Background: an optimization exercise with open tools, aiming at small area, a short achievable clock period and few clock cycles per item. Do not read the settings as production practice. The RTL was checked by simulation tests, not by an equivalence proof against the original design. Power is estimated from default activity; no workload was simulated.

Setup of run 1:
Design step_detector_cadence_core, start of the top module:
module step_detector_cadence_core #(
   parameter int COUNT_WIDTH = sdc_pkg::COUNT_WIDTH_DEF
) (
   input  logic                                  clock,
   input  logic                                  reset,
   input  logic                                  csr_we,
   input  logic [sdc_pkg::CSR_IDX_W-1:0]         csr_index,
   input  logic [sdc_pkg::CSR_DATA_W-1:0]        csr_wdata,
   input  logic                                  req_valid,
   output logic                                  req_stall,
   input  logic signed [sdc_pkg::ACCEL_W-1:0]    req_accel_x,
   input  logic signed [sdc_pkg::ACCEL_W-1:0]    req_accel_y,
   input  logic signed [sdc_pkg::ACCEL_W-1:0]    req_accel_z,
   input  logic [sdc_pkg::TIME_W-1:0]            req_time_ms,
   input  logic                                  req_clear_count,
   output logic                                  rsp_valid,
   input  logic                                  rsp_stall,
   output logic                                  rsp_stepped,
   output logic [sdc_pkg::STEP_COUNT_W-1:0]      rsp_step_count,
   output logic [sdc_pkg::CAD_W-1:0]             rsp_cadence
);
Size: ~4000 cells after synthesis, about 150 I/O pins.
Settings: LEC_CHECK=0, ABC_CLOCK_PERIOD_IN_PS=5000, CAP_MARGIN=20, CELL_PAD_IN_SITES_DETAIL_PLACEMENT=0, CELL_PAD_IN_SITES_GLOBAL_PLACEMENT=0, CORE_MARGIN=2, CORE_UTILIZATION=40, PLACE_DENSITY=0.8, SETUP_SLACK_MARGIN=4.0, SLEW_MARGIN=20; clock period 9.0 ns.
standard.sh (not shown) runs the stock make flow with config.mk's settings and CLKGATE_MAP_FILE= SYNTH_SCRIPT=/design/flow/synth_recipe.tcl, a recipe that flattens the netlist after the stock synthesis.
==> flow/flow/run.sh <==
#!/bin/bash
# Layout: the standard flow, with the port buffers made plain buffers (buf_4) instead of
# the delay-cell buffers buffer_ports picks by default. Each tool's output goes to its own log.
cp standard.sh standard_sh.log
export BUFFER_PORTS_ARGS="-buffer_cell sky130_fd_sc_hd__buf_4"
bash standard.sh > standard.log 2>&1
Run 1 went all the way through the flow, and no timing, DRC or antenna check failed.
Testbench counts of run 1, summed over its fixed seeds: cycles 14,880, items 12,000.
--- input diff run 1..run 2 ---
Settings: CELL_PAD_IN_SITES_DETAIL_PLACEMENT no longer set, was 0; CORE_UTILIZATION now 60, was 40; CELL_PAD_IN_SITES_GLOBAL_PLACEMENT no longer set, was 0; PLACE_DENSITY no longer set, was 0.8.
==> flow/run.sh (new file) <==
#!/bin/bash
# synth_recipe.tcl (not shown) runs the flow's synth.tcl, then flattens the netlist and writes it again
# the make line also repeats each setting of config.mk as NAME=value (left out here)
make -C /OpenROAD-flow-scripts/flow DESIGN_CONFIG=/design/flow/config.mk WORK_HOME=/design/flow/orfs CLKGATE_MAP_FILE= SYNTH_SCRIPT=/design/flow/synth_recipe.tcl finish
removed: flow/flow/run.sh
removed: flow/standard.sh
Notes after the runs:
Run 2 vs run 1, launching element of the worst setup path: d2_ff[15] vs d2_ff[14]
The fraction of standard cell area in multi-input logic of run 2 is lower than that of run 1.
From run 1 to run 2 the numbers moved as follows: cell count shows a reduction of about 6%; portion of total power attributed to combinational logic shows an increase of 1.4 points.
Run 2 vs run 1 — sequential power share dropped 0.4 points.
STATUS via count: run 2 loses against run 1
Layout buffer count excluding clock buffers ended up about 40% higher on run 2 than on run 1.
Relative to run 1, the register share of the cell area of run 2 is lower by 0.77 points.
Run 2 — clock power share 1.1 points lower, run 1 as reference
Run 2 vs run 1, overall power after layout went up by 2.5%.
Changes observed in run 2 relative to run 1: met1 routing resource usage after global routing now sits higher; number of logic stages on the critical path including buffering now sits higher.
What run 3 does differently from run 2 at the input level:
Settings: CORE_UTILIZATION changed from 60 to 40; CTS_BUF_LIST newly set to sky130_fd_sc_hd__clkbuf_8.
[summary]
In the metrics for run 2 and run 3, the one carrying the higher global-route usage is run 2.
On number of failing setup endpoints in the final timing report, run 2 and run 3 are basically level.
[compare] base=run 2 new=run 3: total power draw fell by 2.3%, via count -964.
Of run 2 and run 3, the lower number of global-route vias before repair belongs to run 3.
| sequential share of layout area | lower: run 3 |
Run 3 ended up with a higher hold slack than run 2 did.
Looking at worst setup path startpoint, the req_accel_x[4] result is from run 3; the d2_ff[15] one comes from run 2.
Number of cells on the worst reg-to-reg path (run 3 vs. run 2) increases by a few percent
[run 3] die extent in x rose 22% relative to run 2
diff inputs: run 3 => run 4
Settings: changing ABC_CLOCK_PERIOD_IN_PS from 5000 to 6000; removing CTS_BUF_LIST (formerly sky130_fd_sc_hd__clkbuf_8).
==> flow/flow/run.sh (new file) <==
#!/bin/bash
# Layout: the standard flow, with the port buffers made plain buffers (buf_4) instead of
# the delay-cell buffers buffer_ports picks by default. Each tool's output goes to its own log.
cp standard.sh standard_sh.log
export BUFFER_PORTS_ARGS="-buffer_cell sky130_fd_sc_hd__buf_4"
bash standard.sh > standard.log 2>&1
==> flow/standard.sh (new file) <==
#!/bin/bash
# synth_recipe.tcl (not shown) runs the flow's synth.tcl, then flattens the netlist and writes it again
# the make line also repeats each setting of config.mk as NAME=value (left out here)
make -C /OpenROAD-flow-scripts/flow DESIGN_CONFIG=/design/flow/config.mk WORK_HOME=/design/flow/orfs CLKGATE_MAP_FILE= SYNTH_SCRIPT=/design/flow/synth_recipe.tcl "${@:-finish}"
removed: flow/run.sh
Findings:
- When the final numbers for run 4 and run 3 were put side by side, the maximum fanout count along the critical path turned out to be greater in run 3.
- Pin count of the biggest net entering global routing (higher): run 3
- When run 4 is measured against run 3, its sequential share of layout area turns out 0.80 points higher.
- Row average vias per placed instance: run 4 higher / run 3 lower

* * *

== job 981 ==
Another version of the RTL of step_detector_cadence_core (not shown whole).
Size in the first run: about 4000 cells after synthesis, roughly 150 I/O pins, ~0.040 mm^2 of cells after synthesis.
Settings: LEC_CHECK=0, ABC_CLOCK_PERIOD_IN_PS=5000, CAP_MARGIN=20, CORE_MARGIN=2, CORE_UTILIZATION=40, CTS_CLUSTER_DIAMETER=100, CTS_CLUSTER_SIZE=30, SETUP_SLACK_MARGIN=4.2, SLEW_MARGIN=20; clock period 9.0 ns.
==> flow/flow/run.sh <==
#!/bin/bash
# Layout: the standard flow, with the port buffers made plain buffers (buf_2) instead of
# the delay-cell buffers buffer_ports picks by default. Each tool's output goes to its own log.
cp standard.sh standard_sh.log
export BUFFER_PORTS_ARGS="-buffer_cell sky130_fd_sc_hd__buf_2"
bash standard.sh > standard.log 2>&1
Testbench counts of job 981, summed over its fixed seeds: cycles 14,880, items 12,000.
Changes in job 5796 relative to job 981:
- PLACE_DENSITY: unset -> 0.7
==> flow/flow/run.sh <==
#!/bin/bash
# Layout: the standard flow, with the port buffers made plain buffers (buf_4) instead of
# the delay-cell buffers buffer_ports picks by default. Each tool's output goes to its own log.
cp standard.sh standard_sh.log
export BUFFER_PORTS_ARGS="-buffer_cell sky130_fd_sc_hd__buf_4"
bash standard.sh > standard.log 2>&1
[summary]
Average detailed-routed wire length per instance ends up higher on job 981.
In the flow results for job 981 and job 5796, the layout overhead on the synthesized area is smaller on job 981.
Job 981 → job 5796: buffer and inverter count on the worst path has decreased; worst reg-to-reg setup slack has increased; cell area after layout has increased; non-clock buffer count has increased.
Looking at logic depth of the worst path, buffers included, job 5796 sits 7 lower than job 981 does.
Worst-path cell with the longest stage delay: fa_2 -> job 981, a22o_1 -> job 5796
Changes in job 2001 relative to job 5796:
- clearing CTS_CLUSTER_SIZE, which used to be 30
- clearing CTS_CLUSTER_DIAMETER, which used to be 100
- putting CELL_PAD_IN_SITES_DETAIL_PLACEMENT at 0 where nothing was set
- putting CELL_PAD_IN_SITES_GLOBAL_PLACEMENT at 0 where nothing was set
- swapping 0.7 for 0.8 in PLACE_DENSITY
- swapping 4.2 for 4.0 in SETUP_SLACK_MARGIN
Findings:
Between job 5796 and job 2001, the sequential cell area share figures differ only marginally.
Between job 2001 and job 5796, it is job 2001 whose total wirelength of the detailed-routed design is higher, by about 1.4%.
Job 5796 → job 2001: net switching power figure picked up an extra 2.2%, number of cells on the critical path moved up, synthesis-to-layout area growth up 0.46 points, post-route total power increased by 6.1% relative to the old numbers.
Job 2001 vs. job 5796: maximum frequency down about 3.3%, count of routing violations after the opening detailed-route iteration up 324.
Compared with job 5796, in job 2001 buffer share of cell area down 1.2 points, hold-fix buffer count after cts was more or less identical.
Worst setup slack after layout in job 2001 is 0.16 ns below job 5796.

* * *

Setup of main:
RTL: one of the versions met above, not the one the previous note started from.
For scale: ~4000 cells after synthesis, roughly 480 flip-flops, roughly 0.038 mm² of cells after synthesis.
clock: 9.0 ns
lec_check: 0
abc_clock_period_in_ps: 5000
cap_margin: 20
core_margin: 2
core_utilization: 40
setup_slack_margin: 4.4
slew_margin: 20
==> flow/flow/run.sh <==
#!/bin/bash
# Layout: the standard flow, with the port buffers made plain buffers (buf_4) instead of
# the delay-cell buffers buffer_ports picks by default. Each tool's output goes to its own log.
cp standard.sh standard_sh.log
export BUFFER_PORTS_ARGS="-buffer_cell sky130_fd_sc_hd__buf_4"
bash standard.sh > standard.log 2>&1
Testbench counts of main, summed over its fixed seeds: cycles 14,880, items 12,000.
The following lists how the feature branch was set up differently from main:
# main
export LEC_CHECK = 0
export ABC_CLOCK_PERIOD_IN_PS = 5000
export CAP_MARGIN = 20
export CORE_MARGIN = 2
export CORE_UTILIZATION = 40
export SETUP_SLACK_MARGIN = 4.4
export SLEW_MARGIN = 20
create_clock -name core_clock -period 9.0 [get_ports {clock}]
# the feature branch
export LEC_CHECK = 0
export ABC_CLOCK_PERIOD_IN_PS = 5000
export CAP_MARGIN = 20
export CORE_MARGIN = 2
export CORE_UTILIZATION = 40
export SETUP_SLACK_MARGIN = 4.0
export SLEW_MARGIN = 20
create_clock -name core_clock -period 9.0 [get_ports {clock}]
==> flow/run.sh (new file) <==
#!/bin/bash
# synth_recipe.tcl (not shown) runs the flow's synth.tcl, then flattens the netlist and writes it again
# the make line also repeats each setting of config.mk as NAME=value (left out here)
make -C /OpenROAD-flow-scripts/flow DESIGN_CONFIG=/design/flow/config.mk WORK_HOME=/design/flow/orfs CLKGATE_MAP_FILE= SYNTH_SCRIPT=/design/flow/synth_recipe.tcl finish
removed: flow/flow/run.sh
removed: flow/standard.sh
==> comparison <==
From the feature branch to main, final count of negative-setup-slack endpoints did not move at all.
Taking main as the reference, in the feature branch length of routed met2 wiring lost about 3%; maximum frequency from static timing analysis neither gained nor lost much; critical path depth lost 10; total wire length lost about 2.8%; number of antenna repair diodes picked up an extra 2.
The feature branch went all the way through the flow, and no timing, DRC or antenna check failed.
Area occupied by multi-input gates: the feature branch < main
The feature branch does better than main on total power.
Detailed route wirelength on metal3 down 660 µm in the feature branch wrt main

-- separate check: timing with driven ports --
The results above use ideal ports. As a check the final layouts listed here were re-extracted and re-timed, cells and wires unchanged.
Step 1, drivers: a clkbuf_16 drives clock and a buf_2 each remaining input, both assumed.
Step 2 also shifts input and output timing later by t, the mid clock arrival at the registers, as if the neighbouring blocks saw the same clock.
Slacks: ideal ports / drivers / drivers and shift; pairs: ideal ports / drivers.
| run | t (ns) | setup WS [ns] | worst setup path at the end | clock arrival spread, ns | cell pins on the clock port's net |
|---|---|---|---|---|---|
| run 1 | 0.699 | 3.958 / 3.958 / 3.374 | input to register | 0.037 / 0.037 | 1 |
| run 2 | 0.690 | 3.953 / 3.953 / 3.407 | input to register | 0.037 / 0.036 | 1 |
| run 3 | 0.764 | 3.987 / 4.024 / 3.260 | input to register | 0.069 / 0.068 | 1 |
| run 4 | 0.689 | 4.046 / 4.069 / 3.394 | input to register | 0.050 / 0.050 | 1 |
| job 981 | 0.704 | 4.197 / 4.209 / 3.537 | input to register | 0.085 / 0.085 | 1 |
| job 5796 | 0.671 | 4.186 / 4.146 / 3.597 | input to register | 0.076 / 0.076 | 1 |
| job 2001 | 0.694 | 4.021 / 4.004 / 3.355 | input to register | 0.029 / 0.029 | 1 |
| main | 0.714 | 4.000 / 4.000 / 3.562 | input to register | 0.037 / 0.037 | 1 |
| the feature branch | 0.701 | 3.991 / 4.004 / 3.332 | input to register | 0.061 / 0.061 | 1 |
After both steps setup and hold are still met in every run listed. For run 3, which loses most, drivers alone change the setup slack by +0.037 ns; drivers and shift together by -0.727 ns.
